Context: an optimization exercise on an open-source flow, tuned for small area, a short achievable clock period and few clock cycles. The choices shown serve that exercise and are no tape-out recipe. RTL that was checked went through simulation tests only; none was proved equivalent to the original. Power and IR drop assume default switching activity.

==> flow/design.v <==
package wpp_pkg;
    localparam int MAX_WORD_LEN_DEF  = 8;
    localparam int MAX_DOC_CHARS_DEF = 65536;
    localparam int CH_W      = 8;
    localparam int CFG_W     = 64;
    localparam int CFG_IDX_W = 2;
    localparam int LEN_CFG_W = 4;
    localparam int DIST_W    = 18;
    localparam int QUEUE_DEPTH = 2;
    typedef enum logic [CFG_IDX_W-1:0] {
        CFG_FIRST_WORD,
        CFG_FIRST_LEN,
        CFG_SECOND_WORD,
        CFG_SECOND_LEN
    } t_cfg_idx;
    localparam logic [CH_W-1:0] CH_SPACE   = 8'h20;
    localparam logic [CH_W-1:0] CH_PERIOD  = 8'h2E;
    localparam logic [CH_W-1:0] CH_COMMA   = 8'h2C;
    localparam logic [CH_W-1:0] CH_LOWER_A = 8'h61;
    localparam logic [CH_W-1:0] CH_LOWER_Z = 8'h7A;
    localparam logic [CH_W-1:0] CASE_STEP  = 8'h20;
    typedef struct packed {
        logic close_a;        
        logic hit_a_first;
        logic hit_a_second;
        logic last;           
        logic hit_b_first;
        logic hit_b_second;
    } t_close_ctl;
    function automatic logic [CH_W-1:0] fold_case(input logic [CH_W-1:0] c);
        fold_case = (c >= CH_LOWER_A && c <= CH_LOWER_Z) ? c - CASE_STEP : c;
    endfunction
    function automatic logic is_delim(input logic [CH_W-1:0] c);
        is_delim = (c == CH_SPACE) || (c == CH_PERIOD) || (c == CH_COMMA);
    endfunction
endpackage
module wpp_front (
    input  logic [wpp_pkg::CH_W-1:0] i_ch,
    input  logic [wpp_pkg::CH_W-1:0] i_tgt,
    output logic                     o_eq
);
    logic t_letter;
    assign t_letter = (i_tgt[7:5] == 3'b010 || i_tgt[7:5] == 3'b011) &&
                      (i_tgt[4:0] != 5'd0) && (i_tgt[4:0] <= 5'd26);
    assign o_eq = (i_ch[7:6] == i_tgt[7:6]) && (i_ch[4:0] == i_tgt[4:0]) &&
                  ((i_ch[5] == i_tgt[5]) || t_letter);
endmodule
module wpp_back (
    input  logic        i_m1,        
    input  logic        i_m2,        
    input  logic [3:0]  i_len,       
    input  logic [3:0]  i_l1,        
    input  logic [3:0]  i_l2,        
    input  logic [17:0] i_mid,       
    input  logic        i_any,       
    input  logic        i_last_t,    
    input  logic [17:0] i_last_mid,  
    input  logic        i_found,     
    input  logic [17:0] i_best,      
    output logic        o_hit,       
    output logic        o_hit_t,     
    output logic        o_found,
    output logic [17:0] o_best
);
    logic        hit1, hit2, cand_v, take;
    logic [17:0] cand;
    assign hit1    = i_m1 && (i_len == i_l1);
    assign hit2    = !hit1 && i_m2 && (i_len == i_l2);
    assign o_hit   = hit1 || hit2;
    assign o_hit_t = hit2;
    assign cand_v  = o_hit && i_any && (i_last_t != hit2);
    logic [19:0] csa_a, csa_b, csa_c, csa_s, csa_k, csa_w;
    assign csa_a = {2'b00, i_last_mid};
    assign csa_b = {2'b00, i_best};
    assign csa_c = ~{2'b00, i_mid};
    assign csa_s = csa_a ^ csa_b ^ csa_c;
    assign csa_k = (csa_a & csa_b) | (csa_a & csa_c) | (csa_b & csa_c);
    assign csa_w = csa_s + {csa_k[18:0], 1'b1};
    assign cand  = i_mid - i_last_mid;
    assign take    = cand_v && (!i_found || !csa_w[19]);
    assign o_best  = take ? cand : i_best;
    assign o_found = i_found || cand_v;
endmodule
module word_pair_proximity_scanner (
    input  logic                          i_clk,
    input  logic                          i_rst_n,
    input  logic                          i_valid,
    output logic                          o_stall,
    input  logic [wpp_pkg::CH_W-1:0]      i_ch,
    input  logic                          i_is_final,
    output logic                          o_valid,
    input  logic                          i_stall,
    output logic                          o_found,
    output logic [wpp_pkg::DIST_W-1:0]    o_distance_x2,
    input  logic                          i_cfg_wr_en,
    input  logic [wpp_pkg::CFG_IDX_W-1:0] i_cfg_index,
    input  logic [wpp_pkg::CFG_W-1:0]     i_cfg_data
);
    localparam int PW = 17;   
    localparam int MW = 18;   
    logic [63:0] r_w1, r_w2;
    logic        r_z1, r_z2;
    logic [3:0]  r_l1, r_l2;
    logic          r_pv;      
    logic [7:0]    r_pch;
    logic          r_pfinal;
    logic          r_peq1;    
    logic          r_peq2;    
    logic          r_pe1;     
    logic          r_pe2;     
    logic [PW-1:0] r_pos;     
    logic [MW-1:0] r_mid;     
    logic [3:0]    r_len;     
    logic          r_m1, r_m2;
    logic          r_fin;     
    logic          r_new;     
    logic          r_one;     
    logic          r_any;     
    logic          r_last_t;  
    logic [MW-1:0] r_last_mid;
    logic          r_found;   
    logic [MW-1:0] r_best;    
    logic          r_out_valid;
    logic [3:0] cfg_en;
    always_comb begin
        for (int k = 0; k < 4; k++)
            cfg_en[k] = i_cfg_wr_en && i_cfg_index == 2'(k);
    end
    always_ff @(posedge i_clk) begin
        if (cfg_en[0]) r_w1 <= i_cfg_data;
        if (cfg_en[2]) r_w2 <= i_cfg_data;
    end
    always_ff @(posedge i_clk) begin
        if (!i_rst_n) begin
            r_z1 <= 1'b1;
            r_z2 <= 1'b1;
            r_l1 <= 4'd1;
            r_l2 <= 4'd1;
        end else begin
            if (cfg_en[0]) r_z1 <= 1'b0;
            if (cfg_en[1]) r_l1 <= i_cfg_data[3:0];
            if (cfg_en[2]) r_z2 <= 1'b0;
            if (cfg_en[3]) r_l2 <= i_cfg_data[3:0];
        end
    end
    logic accept, hold, stall, proc, close_out, start;
    logic r_stall;
    assign hold      = r_out_valid && (r_fin || r_any);
    assign proc      = r_pv && !hold;
    assign stall     = r_pv && hold;
    assign o_stall   = r_stall;
    assign accept    = i_valid && !stall;
    assign close_out = r_fin && !r_out_valid;
    assign start     = r_fin || r_new;
    logic [3:0]    len_e;
    logic          m1_e, m2_e;
    logic          delim, eq1, eq2, eqw1, eqw2, eqi1, eqi2, short;
    logic [7:0]    tb1, tb2, ti1, ti2;
    logic [PW-1:0] pos_n;
    logic [MW-1:0] mid_nd;
    logic [3:0]    len_nd;
    assign len_e  = start ? 4'd0 : r_len;
    assign m1_e   = start || r_m1;
    assign m2_e   = start || r_m2;
    assign delim  = wpp_pkg::is_delim(r_pch);
    assign tb1    = r_z1 ? 8'h00 : r_w1[{len_e[2:0], 3'b000} +: 8];
    assign tb2    = r_z2 ? 8'h00 : r_w2[{len_e[2:0], 3'b000} +: 8];
    wpp_front u_eq1 (.i_ch(r_pch), .i_tgt(tb1), .o_eq(eqw1));
    wpp_front u_eq2 (.i_ch(r_pch), .i_tgt(tb2), .o_eq(eqw2));
    assign eq1 = start ? r_peq1 : eqw1;
    assign eq2 = start ? r_peq2 : eqw2;
    assign ti1 = r_z1 ? 8'h00 : r_w1[7:0];
    assign ti2 = r_z2 ? 8'h00 : r_w2[7:0];
    wpp_front u_eqi1 (.i_ch(i_ch), .i_tgt(ti1), .o_eq(eqi1));
    wpp_front u_eqi2 (.i_ch(i_ch), .i_tgt(ti2), .o_eq(eqi2));
    assign short  = (len_e < 4'd8);
    assign len_nd = (len_e < 4'd9) ? len_e + 4'd1 : len_e;
    assign pos_n  = start ? PW'(1) : (r_pos[PW-1] ? r_pos : r_pos + PW'(1));
    assign mid_nd = start ? MW'(1) :
                    (r_len < 4'd9 && !r_mid[MW-1]) ? r_mid + MW'(1) : r_mid;
    logic          hit, hit_t, found_c;
    logic [MW-1:0] best_c;
    logic          hit_e1, hit_e2;
    wpp_back u_close (
        .i_m1(r_m1), .i_m2(r_m2), .i_len(r_len), .i_l1(r_l1), .i_l2(r_l2), .i_mid(r_mid),
        .i_any(r_any && !(r_fin && r_one)), .i_last_t(r_last_t), .i_last_mid(r_last_mid),
        .i_found(r_found), .i_best(r_best),
        .o_hit(hit), .o_hit_t(hit_t), .o_found(found_c), .o_best(best_c)
    );
    assign hit_e1 = r_pe1;
    assign hit_e2 = r_pe2;
    logic pv_n, fin_n, any_n, ov_n;
    assign pv_n  = accept || (r_pv && !proc);
    assign fin_n = proc ? r_pfinal : (r_fin && !close_out);
    assign any_n = (proc && start) ? (delim && (hit_e1 || hit_e2)) :
                   (proc && delim && hit) ? 1'b1 : r_any;
    assign ov_n  = close_out || (r_out_valid && i_stall);
    always_ff @(posedge i_clk) begin
        if (!i_rst_n) begin
            r_pv    <= 1'b0;
            r_stall <= 1'b0;
        end else begin
            r_pv    <= pv_n;
            r_stall <= pv_n && ov_n && (fin_n || any_n);
        end
    end
    always_ff @(posedge i_clk) begin
        if (!stall) begin
            r_pch    <= i_ch;
            r_pfinal <= i_is_final;
            r_peq1   <= eqi1;
            r_peq2   <= eqi2;
            r_pe1    <= (r_l1 == 4'd0);
            r_pe2    <= (r_l1 != 4'd0) && (r_l2 == 4'd0);
        end
    end
    always_ff @(posedge i_clk) begin
        if (proc) begin
            r_pos <= pos_n;
            r_one <= start;
            if (delim) begin
                r_mid <= {pos_n, 1'b0};
                r_len <= '0;
                r_m1  <= 1'b1;
                r_m2  <= 1'b1;
            end else begin
                r_mid <= mid_nd;
                r_len <= len_nd;
                r_m1  <= m1_e && short && eq1;
                r_m2  <= m2_e && short && eq2;
            end
        end
    end
    always_ff @(posedge i_clk) begin
        if (!i_rst_n) begin
            r_fin <= 1'b0;
            r_new <= 1'b1;
        end else begin
            r_fin <= fin_n;
            if (proc)
                r_new <= 1'b0;
            else if (close_out)
                r_new <= 1'b1;
        end
    end
    always_ff @(posedge i_clk) begin
        if (proc && delim && start) begin
            r_last_t   <= hit_e2;
            r_last_mid <= '0;
        end else if (proc && delim && hit) begin
            r_last_t   <= hit_t;
            r_last_mid <= r_mid;
        end
    end
    always_ff @(posedge i_clk) begin
        if (!i_rst_n) begin
            r_any <= 1'b0;
        end else begin
            r_any <= any_n;
        end
    end
    always_ff @(posedge i_clk) begin
        if (!i_rst_n) begin
            r_found <= 1'b0;
            r_best  <= '0;
        end else if (close_out || (proc && delim && !start && !r_out_valid)) begin
            r_found <= found_c;
            r_best  <= best_c;
        end else if (r_out_valid && !i_stall) begin
            r_found <= 1'b0;
            r_best  <= '0;
        end
    end
    always_ff @(posedge i_clk) begin
        if (!i_rst_n) begin
            r_out_valid <= 1'b0;
        end else begin
            r_out_valid <= ov_n;
        end
    end
    assign o_valid       = r_out_valid;
    assign o_found       = r_found;
    assign o_distance_x2 = r_best;
endmodule
export LEC_CHECK = 0
export CAP_MARGIN = 20
export CORE_MARGIN = 2
export CORE_UTILIZATION = 40
export CTS_CLUSTER_DIAMETER = 120
export CTS_CLUSTER_SIZE = 24
export SLEW_MARGIN = 20
create_clock -name core_clock -period 11.0 [get_ports {i_clk}]
standard.sh (not shown) runs the stock make flow with config.mk's settings and CLKGATE_MAP_FILE= SYNTH_SCRIPT=/design/flow/synth_recipe.tcl, a recipe that flattens the netlist after the stock synthesis.
==> flow/flow/run.sh <==
#!/bin/bash
# The standard layout, with plain buffers (buf_2) on the ports instead of the default
# port buffer cell, and timing repair asked to leave 7.5 ns of setup slack
# ORFS's own logs stay under orfs/logs; make's output goes to standard_make.log
set -euo pipefail
export BUFFER_PORTS_ARGS="-buffer_cell sky130_fd_sc_hd__buf_2"
export SETUP_SLACK_MARGIN=7.5
bash standard.sh > standard_make.log 2>&1
The first run finished with timing, DRC and antenna clean.
Testbench counts at the start, summed over its fixed seeds: cycles 79,669.
Change:
--- a/flow/design.v
+++ b/flow/design.v
@@ -95,9 +95,8 @@
     input  logic                          i_cfg_wr_en,
     input  logic [wpp_pkg::CFG_IDX_W-1:0] i_cfg_index,
     input  logic [wpp_pkg::CFG_W-1:0]     i_cfg_data
 );
-    localparam int PW = 17;   
     localparam int MW = 18;   
     logic [63:0] r_w1, r_w2;
     logic        r_z1, r_z2;
     logic [3:0]  r_l1, r_l2;
@@ -107,10 +106,9 @@
     logic          r_peq1;    
     logic          r_peq2;    
     logic          r_pe1;     
     logic          r_pe2;     
-    logic [PW-1:0] r_pos;     
-    logic [MW-1:0] r_mid;     
+    logic [MW-1:0] r_q;
     logic [3:0]    r_len;     
     logic          r_m1, r_m2;
     logic          r_fin;     
     logic          r_new;     
@@ -155,10 +153,10 @@
     logic [3:0]    len_e;
     logic          m1_e, m2_e;
     logic          delim, eq1, eq2, eqw1, eqw2, eqi1, eqi2, short;
     logic [7:0]    tb1, tb2, ti1, ti2;
-    logic [PW-1:0] pos_n;
-    logic [MW-1:0] mid_nd;
+    logic [MW-1:0] q_e, q_s, q_n, mid;
+    logic [3:0]    q_inc;
     logic [3:0]    len_nd;
     assign len_e  = start ? 4'd0 : r_len;
     assign m1_e   = start || r_m1;
     assign m2_e   = start || r_m2;
@@ -174,16 +172,21 @@
     wpp_front u_eqi1 (.i_ch(i_ch), .i_tgt(ti1), .o_eq(eqi1));
     wpp_front u_eqi2 (.i_ch(i_ch), .i_tgt(ti2), .o_eq(eqi2));
     assign short  = (len_e < 4'd8);
     assign len_nd = (len_e < 4'd9) ? len_e + 4'd1 : len_e;
-    assign pos_n  = start ? PW'(1) : (r_pos[PW-1] ? r_pos : r_pos + PW'(1));
-    assign mid_nd = start ? MW'(1) :
-                    (r_len < 4'd9 && !r_mid[MW-1]) ? r_mid + MW'(1) : r_mid;
+    assign q_e    = start ? '0 : r_q;
+    assign q_inc  = delim ? len_e + 4'd2 : (len_e < 4'd9) ? 4'd1 : 4'd2;
+    logic q_hi, q_c4;
+    assign q_hi   = !start && (r_q[MW-2:4] == '1);
+    assign q_s    = q_e + MW'(q_inc);
+    assign q_c4   = ({1'b0, q_e[3:0]} + {1'b0, q_inc}) > 5'd15;
+    assign q_n    = q_e[MW-1] ? q_e : (q_hi && q_c4) ? {1'b1, {(MW-1){1'b0}}} : q_s;
+    assign mid    = r_q;
     logic          hit, hit_t, found_c;
     logic [MW-1:0] best_c;
     logic          hit_e1, hit_e2;
     wpp_back u_close (
-        .i_m1(r_m1), .i_m2(r_m2), .i_len(r_len), .i_l1(r_l1), .i_l2(r_l2), .i_mid(r_mid),
+        .i_m1(r_m1), .i_m2(r_m2), .i_len(r_len), .i_l1(r_l1), .i_l2(r_l2), .i_mid(mid),
         .i_any(r_any && !(r_fin && r_one)), .i_last_t(r_last_t), .i_last_mid(r_last_mid),
         .i_found(r_found), .i_best(r_best),
         .o_hit(hit), .o_hit_t(hit_t), .o_found(found_c), .o_best(best_c)
     );
@@ -215,17 +218,15 @@
         end
     end
     always_ff @(posedge i_clk) begin
         if (proc) begin
-            r_pos <= pos_n;
+            r_q   <= q_n;
             r_one <= start;
             if (delim) begin
-                r_mid <= {pos_n, 1'b0};
                 r_len <= '0;
                 r_m1  <= 1'b1;
                 r_m2  <= 1'b1;
             end else begin
-                r_mid <= mid_nd;
                 r_len <= len_nd;
                 r_m1  <= m1_e && short && eq1;
                 r_m2  <= m2_e && short && eq2;
             end
@@ -248,9 +249,9 @@
             r_last_t   <= hit_e2;
             r_last_mid <= '0;
         end else if (proc && delim && hit) begin
             r_last_t   <= hit_t;
-            r_last_mid <= r_mid;
+            r_last_mid <= mid;
         end
     end
     always_ff @(posedge i_clk) begin
         if (!i_rst_n) begin
Outcome: The changed run completed without violations. Routed wire length rises by 6.6%. Worst hold slack improved by 0.013 ns. Utilization rises by 1.6 points. Total power falls by 2.7%. Die area falls by 3.1%. Setup slack got worse by 0.17 ns.
The RTL of the second run of this note was laid out without a check of its function.

========
Starts from the design.v that is shown in full above.
==> flow/config.mk <==
export PLATFORM = sky130hd
export DESIGN_NAME = word_pair_proximity_scanner
export DESIGN_NICKNAME = word_pair_proximity_scanner
export VERILOG_FILES = /design/flow/design.v
export SDC_FILE = /design/flow/constraint.sdc
export NUM_CORES = 4
export LEC_CHECK = 0
export CAP_MARGIN = 20
export CORE_MARGIN = 2
export CORE_UTILIZATION = 40
export CTS_CLUSTER_DIAMETER = 120
export CTS_CLUSTER_SIZE = 24
export SLEW_MARGIN = 20
==> flow/constraint.sdc <==
create_clock -name core_clock -period 11.0 [get_ports {i_clk}]
set_input_delay 2.2000 -clock core_clock [delete_from_list [all_inputs] [get_ports {i_clk}]]
set_output_delay 2.2000 -clock core_clock [all_outputs]
set_load 0.01 [all_outputs]
==> flow/flow/run.sh <==
#!/bin/bash
# The standard layout, with plain buffers (buf_2) on the ports instead of the default
# port buffer cell, and timing repair asked to leave 7.8 ns of setup slack
# ORFS's own logs stay under orfs/logs; make's output goes to standard_make.log
set -euo pipefail
export BUFFER_PORTS_ARGS="-buffer_cell sky130_fd_sc_hd__buf_2"
export SETUP_SLACK_MARGIN=7.8
bash standard.sh > standard_make.log 2>&1
Testbench counts at the start, summed over its fixed seeds: cycles 79,669.
Next try:
--- a/flow/design.v
+++ b/flow/design.v
@@ -93,26 +93,24 @@
     output logic                          o_found,
     output logic [wpp_pkg::DIST_W-1:0]    o_distance_x2,
     input  logic                          i_cfg_wr_en,
     input  logic [wpp_pkg::CFG_IDX_W-1:0] i_cfg_index,
     input  logic [wpp_pkg::CFG_W-1:0]     i_cfg_data
 );
-    localparam int PW = 17;   
     localparam int MW = 18;   
     logic [63:0] r_w1, r_w2;
     logic        r_z1, r_z2;
     logic [3:0]  r_l1, r_l2;
     logic          r_pv;      
     logic [7:0]    r_pch;
     logic          r_pfinal;
     logic          r_peq1;    
     logic          r_peq2;    
     logic          r_pe1;     
     logic          r_pe2;     
-    logic [PW-1:0] r_pos;     
-    logic [MW-1:0] r_mid;     
+    logic [MW-1:0] r_q;
     logic [3:0]    r_len;     
     logic          r_m1, r_m2;
     logic          r_fin;     
     logic          r_new;     
     logic          r_one;     
     logic          r_any;     
@@ -153,14 +151,14 @@
     assign close_out = r_fin && !r_out_valid;
     assign start     = r_fin || r_new;
     logic [3:0]    len_e;
     logic          m1_e, m2_e;
     logic          delim, eq1, eq2, eqw1, eqw2, eqi1, eqi2, short;
     logic [7:0]    tb1, tb2, ti1, ti2;
-    logic [PW-1:0] pos_n;
-    logic [MW-1:0] mid_nd;
+    logic [MW-1:0] q_e, q_s, q_n, mid;
+    logic [3:0]    q_inc;
     logic [3:0]    len_nd;
     assign len_e  = start ? 4'd0 : r_len;
     assign m1_e   = start || r_m1;
     assign m2_e   = start || r_m2;
     assign delim  = wpp_pkg::is_delim(r_pch);
     assign tb1    = r_z1 ? 8'h00 : r_w1[{len_e[2:0], 3'b000} +: 8];
@@ -172,20 +170,25 @@
     assign ti1 = r_z1 ? 8'h00 : r_w1[7:0];
     assign ti2 = r_z2 ? 8'h00 : r_w2[7:0];
     wpp_front u_eqi1 (.i_ch(i_ch), .i_tgt(ti1), .o_eq(eqi1));
     wpp_front u_eqi2 (.i_ch(i_ch), .i_tgt(ti2), .o_eq(eqi2));
     assign short  = (len_e < 4'd8);
     assign len_nd = (len_e < 4'd9) ? len_e + 4'd1 : len_e;
-    assign pos_n  = start ? PW'(1) : (r_pos[PW-1] ? r_pos : r_pos + PW'(1));
-    assign mid_nd = start ? MW'(1) :
-                    (r_len < 4'd9 && !r_mid[MW-1]) ? r_mid + MW'(1) : r_mid;
+    assign q_e    = start ? '0 : r_q;
+    assign q_inc  = delim ? len_e + 4'd2 : (len_e < 4'd9) ? 4'd1 : 4'd2;
+    logic q_hi, q_c4;
+    assign q_hi   = !start && (r_q[MW-2:4] == '1);
+    assign q_s    = q_e + MW'(q_inc);
+    assign q_c4   = ({1'b0, q_e[3:0]} + {1'b0, q_inc}) > 5'd15;
+    assign q_n    = q_e[MW-1] ? q_e : (q_hi && q_c4) ? {1'b1, {(MW-1){1'b0}}} : q_s;
+    assign mid    = r_q;
     logic          hit, hit_t, found_c;
     logic [MW-1:0] best_c;
     logic          hit_e1, hit_e2;
     wpp_back u_close (
-        .i_m1(r_m1), .i_m2(r_m2), .i_len(r_len), .i_l1(r_l1), .i_l2(r_l2), .i_mid(r_mid),
+        .i_m1(r_m1), .i_m2(r_m2), .i_len(r_len), .i_l1(r_l1), .i_l2(r_l2), .i_mid(mid),
         .i_any(r_any && !(r_fin && r_one)), .i_last_t(r_last_t), .i_last_mid(r_last_mid),
         .i_found(r_found), .i_best(r_best),
         .o_hit(hit), .o_hit_t(hit_t), .o_found(found_c), .o_best(best_c)
     );
     assign hit_e1 = r_pe1;
     assign hit_e2 = r_pe2;
@@ -213,21 +216,19 @@
             r_pe1    <= (r_l1 == 4'd0);
             r_pe2    <= (r_l1 != 4'd0) && (r_l2 == 4'd0);
         end
     end
     always_ff @(posedge i_clk) begin
         if (proc) begin
-            r_pos <= pos_n;
+            r_q   <= q_n;
             r_one <= start;
             if (delim) begin
-                r_mid <= {pos_n, 1'b0};
                 r_len <= '0;
                 r_m1  <= 1'b1;
                 r_m2  <= 1'b1;
             end else begin
-                r_mid <= mid_nd;
                 r_len <= len_nd;
                 r_m1  <= m1_e && short && eq1;
                 r_m2  <= m2_e && short && eq2;
             end
         end
     end
@@ -246,13 +247,13 @@
     always_ff @(posedge i_clk) begin
         if (proc && delim && start) begin
             r_last_t   <= hit_e2;
             r_last_mid <= '0;
         end else if (proc && delim && hit) begin
             r_last_t   <= hit_t;
-            r_last_mid <= r_mid;
+            r_last_mid <= mid;
         end
     end
     always_ff @(posedge i_clk) begin
         if (!i_rst_n) begin
             r_any <= 1'b0;
         end else begin
Effect: The new run finished with timing, DRC and antenna clean; count of clock-buffer cells in the layout goes up by 1; register-to-register slack got worse by 0.25 ns; die area falls by about 3%; worst setup slack gets worse by 0.12 ns; power fell by 2.2%; via count came out higher by about 6%; design area climbs by about 1.9%; maximum frequency is lower by 3.5%.
The RTL of the second run of this note was laid out without a check of its function.

static timing again, ports no longer ideal:
The results above use ideal ports. As a check the final layouts listed here were re-extracted and re-timed, cells and wires unchanged.
Step 1 sets driving cells, clkbuf_16 on the clock port and buf_2 on the other inputs (assumed; they add their load-dependent delay and slew).
Step 2 times the ports against the registers' clock, not the clock port: input delays grow and output delays shrink by t, the midpoint of the rising clock arrivals with the driver on.
a / b / c = ideal ports / drivers / drivers and shift; a / b = the first two.
run | t, ns | slack for setup (ns) | hold WS [ns] | clock arrival spread, ns | slew at the worst register clock pin (ns)
the first run of note 1 | 0.514 | 7.650 / 7.604 / 7.268 | 0.482 / 0.482 / 0.482 | 0.027 / 0.027 | 0.11 / 0.11
the second run of note 1 | 0.544 | 7.484 / 7.484 / 7.230 | 0.495 / 0.495 / 0.495 | 0.023 / 0.023 | 0.11 / 0.11
the first run of note 2 | 0.520 | 7.786 / 7.785 / 7.268 | 0.478 / 0.478 / 0.478 | 0.022 / 0.022 | 0.10 / 0.10
the second run of note 2 | 0.537 | 7.668 / 7.668 / 7.332 | 0.482 / 0.482 / 0.482 | 0.034 / 0.034 | 0.11 / 0.11
After both steps setup and hold are still met in every run listed. The setup slack of the first run of note 2, which loses most, moves by -0.001 ns with the drivers and by -0.518 ns with both steps.
